What follows belongs to an exercise in optimizing a design on an open flow for small area; a production flow would make more cautious choices.
Function was checked by simulation only, so behaviour that the tests miss may differ from the original.
Power is estimated from default activity; no workload was simulated. The clock port is modelled as an ideal driver; clocking choices that lean on that would not hold on a real chip.

the previous run:
==> flow/design.v (excerpt) <==
module rpc_chan_pipe #(
    parameter int unsigned NumChan    = 5,
    parameter int unsigned DataWidth  = 128,
    parameter int unsigned Depth      = 2,
    parameter int unsigned WdogCycles = 1024,
    localparam int unsigned OccW      = (Depth < 1) ? 1 : $clog2(Depth + 1)
) (
    input  logic                         clk_i,
    input  logic                         rst_i,
    input  logic                         flush_i,
    input  logic [NumChan-1:0]           in_valid_i,
    output logic [NumChan-1:0]           in_ready_o,
    input  logic [NumChan*DataWidth-1:0] in_data_i,
    output logic [NumChan-1:0]           out_valid_o,
    input  logic [NumChan-1:0]           out_ready_i,
    output logic [NumChan*DataWidth-1:0] out_data_o,
    output logic [NumChan*OccW-1:0]      occ_o,
    input  logic                         wdog_clr_i,
    output logic [NumChan-1:0]           wdog_o
);
Settings: LEC_CHECK=0, ABC_AREA=1, CAP_MARGIN=20, CORE_AREA=5 5 445 445, DIE_AREA=0 0 450 450, SLEW_MARGIN=20; clock period 5.0 ns.
run.sh (not shown) runs the stock make flow with config.mk's settings and CLKGATE_MAP_FILE= SYNTH_SCRIPT=/design/flow/synth_recipe.tcl, a recipe that flattens the netlist after the stock synthesis.
The inputs of the current run differ from those of the previous run as listed below.
==> flow/flow/run.sh (new file) <==
#!/bin/bash
# Standard layout with three changes:
#  1. after the standard synthesis, the combinational cells are re-mapped by ABC with an
#     area-oriented mapper (flow/remap.ys, flow/remap.abc); registers are left untouched;
#  2. ports are buffered with the smallest plain buffer (sky130_fd_sc_hd__buf_1);
#  3. clock tree synthesis uses larger sink clusters and inserts no dummy loads.
# Each tool's full output goes to a log file of its own in the work folder.
set -euo pipefail
W=$PWD
R=$W/orfs/results/$FLOW_PLATFORM/rpc_chan_pipe/base
YOSYS=$(command -v yosys || echo "$FLOW_HOME/../tools/install/yosys/bin/yosys")
LIB=$FLOW_HOME/platforms/$FLOW_PLATFORM/lib/sky130_fd_sc_hd__tt_025C_1v80.lib

bash standard.sh synth > flow_synth.log 2>&1

cp "$R/1_2_yosys.v" "$W/flow_std_1_2_yosys.v"
sed -e "s#@LIB@#$LIB#g" -e "s#@IN@#$W/flow_std_1_2_yosys.v#" -e "s#@TOP@#$FLOW_TOP#" \
    -e "s#@ABC@#$W/flow/remap.abc#" -e "s#@OUT@#$W/flow_remap.v#" flow/remap.ys > flow_remap.ys
"$YOSYS" -l flow_remap.log -q -s flow_remap.ys > /dev/null
cp "$W/flow_remap.v" "$R/1_2_yosys.v"
touch "$R/1_2_yosys.v"

bash standard.sh \
  "BUFFER_PORTS_ARGS=-buffer_cell sky130_fd_sc_hd__buf_1" \
  "CTS_ARGS=-sink_clustering_enable -repair_clock_nets -dont_use_dummy_load -sink_clustering_size 24 -sink_clustering_max_diameter 100 -buf_list {sky130_fd_sc_hd__clkbuf_8 sky130_fd_sc_hd__clkbuf_16}" \
  finish > flow_make.log 2>&1
==> flow/flow/remap.abc (new file) <==
strash
&get -n
&nf -p -a
&put
==> flow/flow/remap.ys (new file) <==
# Re-map the combinational cells of the standard synthesis netlist with an area-oriented ABC
# mapper. Flip-flops (and the tie cell) are kept as black boxes, so every register keeps its
# instance name and cell type.
read_liberty -ignore_miss_func @LIB@
blackbox sky130_fd_sc_hd__df* sky130_fd_sc_hd__edf* sky130_fd_sc_hd__sdf* sky130_fd_sc_hd__dl* sky130_fd_sc_hd__conb_1
read_verilog -noautowire @IN@
hierarchy -top @TOP@
flatten
opt_clean -purge
abc -script @ABC@ -liberty @LIB@ -dont_use sky130_fd_sc_hd__probe* -dont_use sky130_fd_sc_hd__lpflow*
opt_clean -purge
stat -liberty @LIB@
write_verilog -noattr -nohex -nodec @OUT@
==> flow/standard.sh (new file) <==
#!/bin/bash
# synth_recipe.tcl (not shown) runs the flow's synth.tcl, then flattens the netlist and writes it again
# the make line also repeats each setting of config.mk as NAME=value (left out here)
make -C /OpenROAD-flow-scripts/flow DESIGN_CONFIG=/design/flow/config.mk WORK_HOME=/design/flow/orfs CLKGATE_MAP_FILE= SYNTH_SCRIPT=/design/flow/synth_recipe.tcl "${@:-finish}"
removed: flow/run.sh
[summary]
The current run vs the previous run, placed wire-length estimate went up by 9.8 mm. From the previous run to the current run the numbers moved as follows: internal power component saw a decrease; final weighted congestion of routability-driven global placement now larger. The number of signal-net inverters in the final layout in the current run is 4.9 times that in the previous run. When the current run is set beside the previous run, its final wirelength turns out to be 1.4% larger. Area: the current run vs the previous run -> the current run smaller. In the reports for the current run and the previous run, the smaller minimum clock period belongs to the current run.

* * *

Another version of the RTL of rpc_chan_pipe (not shown whole).
Size: about 1,300 I/O pins, ~0.042 mm2 of cells after synthesis.
==> flow/config.mk <==
export PLATFORM = sky130hd
export DESIGN_NAME = rpc_chan_pipe
export DESIGN_NICKNAME = rpc_chan_pipe
export VERILOG_FILES = /design/flow/design.v
export SDC_FILE = /design/flow/constraint.sdc
export NUM_CORES = 4
export LEC_CHECK = 0
export ABC_AREA = 1
export CAP_MARGIN = 20
export CORE_AREA = 5 5 335 335
export DIE_AREA = 0 0 340 340
export SLEW_MARGIN = 20
==> flow/constraint.sdc <==
create_clock -name core_clock -period 5.0 [get_ports {clk_i}]
set_input_delay 1.0000 -clock core_clock [delete_from_list [all_inputs] [get_ports {clk_i}]]
set_output_delay 1.0000 -clock core_clock [all_outputs]
set_load 0.01 [all_outputs]
standard.sh (not shown) runs the stock make flow with config.mk's settings and CLKGATE_MAP_FILE= SYNTH_SCRIPT=/design/flow/synth_recipe.tcl, a recipe that flattens the netlist after the stock synthesis.
==> flow/flow/run.sh <==
#!/bin/bash
# Standard layout with three changes:
#  1. after the standard synthesis, the combinational cells are re-mapped by ABC with an
#     area-oriented mapper (flow/remap.ys, flow/remap.abc); registers are left untouched;
#  2. ports are buffered with the smallest plain buffer (sky130_fd_sc_hd__buf_1);
#  3. clock tree synthesis uses larger sink clusters and inserts no dummy loads.
# Each tool's full output goes to a log file of its own in the work folder.
set -euo pipefail
W=$PWD
R=$W/orfs/results/$FLOW_PLATFORM/rpc_chan_pipe/base
YOSYS=$(command -v yosys || echo "$FLOW_HOME/../tools/install/yosys/bin/yosys")
LIB=$FLOW_HOME/platforms/$FLOW_PLATFORM/lib/sky130_fd_sc_hd__tt_025C_1v80.lib

bash standard.sh synth > flow_synth.log 2>&1

cp "$R/1_2_yosys.v" "$W/flow_std_1_2_yosys.v"
sed -e "s#@LIB@#$LIB#g" -e "s#@IN@#$W/flow_std_1_2_yosys.v#" -e "s#@TOP@#$FLOW_TOP#" \
    -e "s#@ABC@#$W/flow/remap.abc#" -e "s#@OUT@#$W/flow_remap.v#" flow/remap.ys > flow_remap.ys
"$YOSYS" -l flow_remap.log -q -s flow_remap.ys > /dev/null
cp "$W/flow_remap.v" "$R/1_2_yosys.v"
touch "$R/1_2_yosys.v"

bash standard.sh \
  "PLACE_PINS_ARGS=-min_distance 1 -min_distance_in_tracks" \
  "BUFFER_PORTS_ARGS=-buffer_cell sky130_fd_sc_hd__buf_1" \
  "CTS_ARGS=-sink_clustering_enable -repair_clock_nets -dont_use_dummy_load -sink_clustering_size 24 -sink_clustering_max_diameter 100 -buf_list {sky130_fd_sc_hd__clkbuf_8 sky130_fd_sc_hd__clkbuf_16}" \
  finish > flow_make.log 2>&1
==> flow/flow/remap.abc <==
strash
&get -n
&nf -p -a
&put
==> flow/flow/remap.ys <==
# Re-map the combinational cells of the standard synthesis netlist with an area-oriented ABC
# mapper. Flip-flops (and the tie cell) are kept as black boxes, so every register keeps its
# instance name and cell type.
read_liberty -ignore_miss_func @LIB@
blackbox sky130_fd_sc_hd__df* sky130_fd_sc_hd__edf* sky130_fd_sc_hd__sdf* sky130_fd_sc_hd__dl* sky130_fd_sc_hd__conb_1
read_verilog -noautowire @IN@
hierarchy -top @TOP@
flatten
opt_clean -purge
abc -script @ABC@ -liberty @LIB@ -dont_use sky130_fd_sc_hd__probe* -dont_use sky130_fd_sc_hd__lpflow*
opt_clean -purge
stat -liberty @LIB@
write_verilog -noattr -nohex -nodec @OUT@
==> next run, changes <==
--- a/flow/flow/run.sh
+++ b/flow/flow/run.sh
@@ -26 +26 @@
-  "CTS_ARGS=-sink_clustering_enable -repair_clock_nets -dont_use_dummy_load -sink_clustering_size 24 -sink_clustering_max_diameter 100 -buf_list {sky130_fd_sc_hd__clkbuf_8 sky130_fd_sc_hd__clkbuf_16}" \
+  "CTS_ARGS=-sink_clustering_enable -repair_clock_nets -dont_use_dummy_load -sink_clustering_size 32 -sink_clustering_max_diameter 100 -buf_list sky130_fd_sc_hd__clkbuf_16" \
Settings changed: CORE_AREA 5 5 335 335 to 5 5 275 275, DIE_AREA 0 0 340 340 to 0 0 280 280.
- worst setup slack improves by 240 ps
- sequential cell count is unchanged
- power fell by about 4.4%
- fmax goes up by about 7%
- die area is lower by 32%
- routed wire length stays flat
- area after synthesis does not change
- synthesized cell count stays the same
- via count increases by about 0.55%
- design area falls by 2.1%
- critical path depth falls by 1

* * *

Setup of job 192:
rpc_chan_pipe again, from the RTL that the note above started with.
==> flow/config.mk <==
export PLATFORM = sky130hd
export DESIGN_NAME = rpc_chan_pipe
export DESIGN_NICKNAME = rpc_chan_pipe
export VERILOG_FILES = /design/flow/design.v
export SDC_FILE = /design/flow/constraint.sdc
export NUM_CORES = 4
export LEC_CHECK = 0
export ABC_AREA = 1
export CAP_MARGIN = 20
export CORE_AREA = 5 5 260 260
export DIE_AREA = 0 0 265 265
export SLEW_MARGIN = 20
==> flow/constraint.sdc <==
create_clock -name core_clock -period 5.0 [get_ports {clk_i}]
set_input_delay 1.0000 -clock core_clock [delete_from_list [all_inputs] [get_ports {clk_i}]]
set_output_delay 1.0000 -clock core_clock [all_outputs]
set_load 0.01 [all_outputs]
==> flow/flow/run.sh <==
#!/bin/bash
# Standard layout with three changes:
#  1. after the standard synthesis, the combinational cells are re-mapped by ABC with an
#     area-oriented mapper (flow/remap.ys, flow/remap.abc); registers are left untouched;
#  2. ports are buffered with the smallest plain buffer (sky130_fd_sc_hd__buf_1);
#  3. clock tree synthesis uses larger sink clusters and inserts no dummy loads.
# Each tool's full output goes to a log file of its own in the work folder.
set -euo pipefail
W=$PWD
R=$W/orfs/results/$FLOW_PLATFORM/rpc_chan_pipe/base
YOSYS=$(command -v yosys || echo "$FLOW_HOME/../tools/install/yosys/bin/yosys")
LIB=$FLOW_HOME/platforms/$FLOW_PLATFORM/lib/sky130_fd_sc_hd__tt_025C_1v80.lib

bash standard.sh synth > flow_synth.log 2>&1

cp "$R/1_2_yosys.v" "$W/flow_std_1_2_yosys.v"
sed -e "s#@LIB@#$LIB#g" -e "s#@IN@#$W/flow_std_1_2_yosys.v#" -e "s#@TOP@#$FLOW_TOP#" \
    -e "s#@ABC@#$W/flow/remap.abc#" -e "s#@OUT@#$W/flow_remap.v#" flow/remap.ys > flow_remap.ys
"$YOSYS" -l flow_remap.log -q -s flow_remap.ys > /dev/null
cp "$W/flow_remap.v" "$R/1_2_yosys.v"
touch "$R/1_2_yosys.v"

bash standard.sh \
  "PLACE_PINS_ARGS=-min_distance 1 -min_distance_in_tracks" \
  "BUFFER_PORTS_ARGS=-buffer_cell sky130_fd_sc_hd__buf_1" \
  "CTS_ARGS=-sink_clustering_enable -repair_clock_nets -dont_use_dummy_load -sink_clustering_size 32 -sink_clustering_max_diameter 100 -buf_list sky130_fd_sc_hd__clkbuf_16" \
  finish > flow_make.log 2>&1
Scripts as last shown in full above: flow/flow/remap.abc, flow/flow/remap.ys
The inputs of job 2898 differ from those of job 192 as listed below.
# job 192
export LEC_CHECK = 0
export ABC_AREA = 1
export CAP_MARGIN = 20
export CORE_AREA = 5 5 260 260
export DIE_AREA = 0 0 265 265
export SLEW_MARGIN = 20
create_clock -name core_clock -period 5.0 [get_ports {clk_i}]
# job 2898
export LEC_CHECK = 0
export ABC_AREA = 1
export CAP_MARGIN = 20
export CORE_AREA = 5 5 295 295
export DIE_AREA = 0 0 300 300
export SLEW_MARGIN = 20
create_clock -name core_clock -period 5.0 [get_ports {clk_i}]
==> run notes <==
- Setup slack, job 2898 and job 192: larger value in job 192
- Relative to job 192, the sum of met2 wire segment lengths after detailed routing measured on job 2898 has decreased by a few percent.
- Job 2898 and job 192 ended up with nearly the same clock-cell share of area.
- Job 192 → job 2898: final wirelength shows a reduction of 2.1%, number of nets in the final layout shows no meaningful change, clock transition at the register clock pins on the worst setup and hold paths after CTS shows no meaningful change, number of antenna repair diodes shows an increase of 7.7%, maximum fanout encountered on the critical timing path shows a reduction of 22%.
- On job 2898: transition at the pin with the smallest max-transition slack is 0.017 ns higher than what job 192 gave.
- Layout-stage area growth over the synthesis result: job 2898 vs job 192 up 0.73 points
Modified inputs, job 9297 compared to job 2898
# job 2898
export LEC_CHECK = 0
export ABC_AREA = 1
export CAP_MARGIN = 20
export CORE_AREA = 5 5 295 295
export DIE_AREA = 0 0 300 300
export SLEW_MARGIN = 20
create_clock -name core_clock -period 5.0 [get_ports {clk_i}]
# job 9297
export LEC_CHECK = 0
export ABC_AREA = 1
export CAP_MARGIN = 20
export CORE_AREA = 5 5 315 315
export DIE_AREA = 0 0 320 320
export SLEW_MARGIN = 20
create_clock -name core_clock -period 5.0 [get_ports {clk_i}]
diff --git a/flow/flow/run.sh b/flow/flow/run.sh
--- a/flow/flow/run.sh
+++ b/flow/flow/run.sh
@@ -24 +23,0 @@
-  "PLACE_PINS_ARGS=-min_distance 1 -min_distance_in_tracks" \
@@ -26 +25 @@
-  "CTS_ARGS=-sink_clustering_enable -repair_clock_nets -dont_use_dummy_load -sink_clustering_size 32 -sink_clustering_max_diameter 100 -buf_list sky130_fd_sc_hd__clkbuf_16" \
+  "CTS_ARGS=-sink_clustering_enable -repair_clock_nets -dont_use_dummy_load -sink_clustering_size 24 -sink_clustering_max_diameter 100 -buf_list {sky130_fd_sc_hd__clkbuf_8 sky130_fd_sc_hd__clkbuf_16}" \
Findings:
- Post-synth net total: job 9297 vs job 2898, no meaningful difference
- As far as synthesized cell count goes, job 9297 and job 2898 are indistinguishable; the numbers are identical.
- Job 9297 vs job 2898: die span in x up
- Synthesized area: job 2898 vs job 9297 identical
- Job 9297 -> job 2898: mean post-synth cell area delta 0, exact match
- Job 9297: PPL-0024 in 3_2_place_iop -> run aborted
- Job 9297 vs. job 2898: total number of placement rows went up by 6.6%.
- NOTE: starting density of the core in job 9297 falls short of that of job 2898
- Job 9297 ends up with higher die height than job 2898 does.

[what the ideal ports hide]
Ports are ideal in the flow. The routed layouts listed here were re-timed in OpenROAD.
Step 1, drivers: a clkbuf_16 drives clk_i and a buf_2 each remaining input, both assumed.
Step 2 also shifts input and output timing later by t, the mid clock arrival at the registers, as if the neighbouring blocks saw the same clock.
Three values: ideal, step 1, step 2; two values: the first two.
| run | t (ns) | slack for setup (ns) | slew at the worst register clock pin (ns) |
|---|---|---|---|
| the previous run | 0.846 | 0.967 / 0.880 / 1.300 | 0.07 / 0.07 |
| the current run | 0.746 | 1.638 / 1.615 / 1.427 | 0.10 / 0.10 |
| the first run of note 2 | 0.675 | 1.549 / 1.484 / 1.981 | 0.09 / 0.09 |
| the second run of note 2 | 0.666 | 1.786 / 1.722 / 2.132 | 0.12 / 0.12 |
| job 192 | 0.674 | 1.866 / 1.801 / 2.053 | 0.12 / 0.12 |
| job 2898 | 0.686 | 1.729 / 1.664 / 2.093 | 0.12 / 0.12 |
After both steps every run listed still meets setup and hold. The setup slack of the current run, which loses most, moves by -0.023 ns with the drivers and by -0.211 ns with both steps.
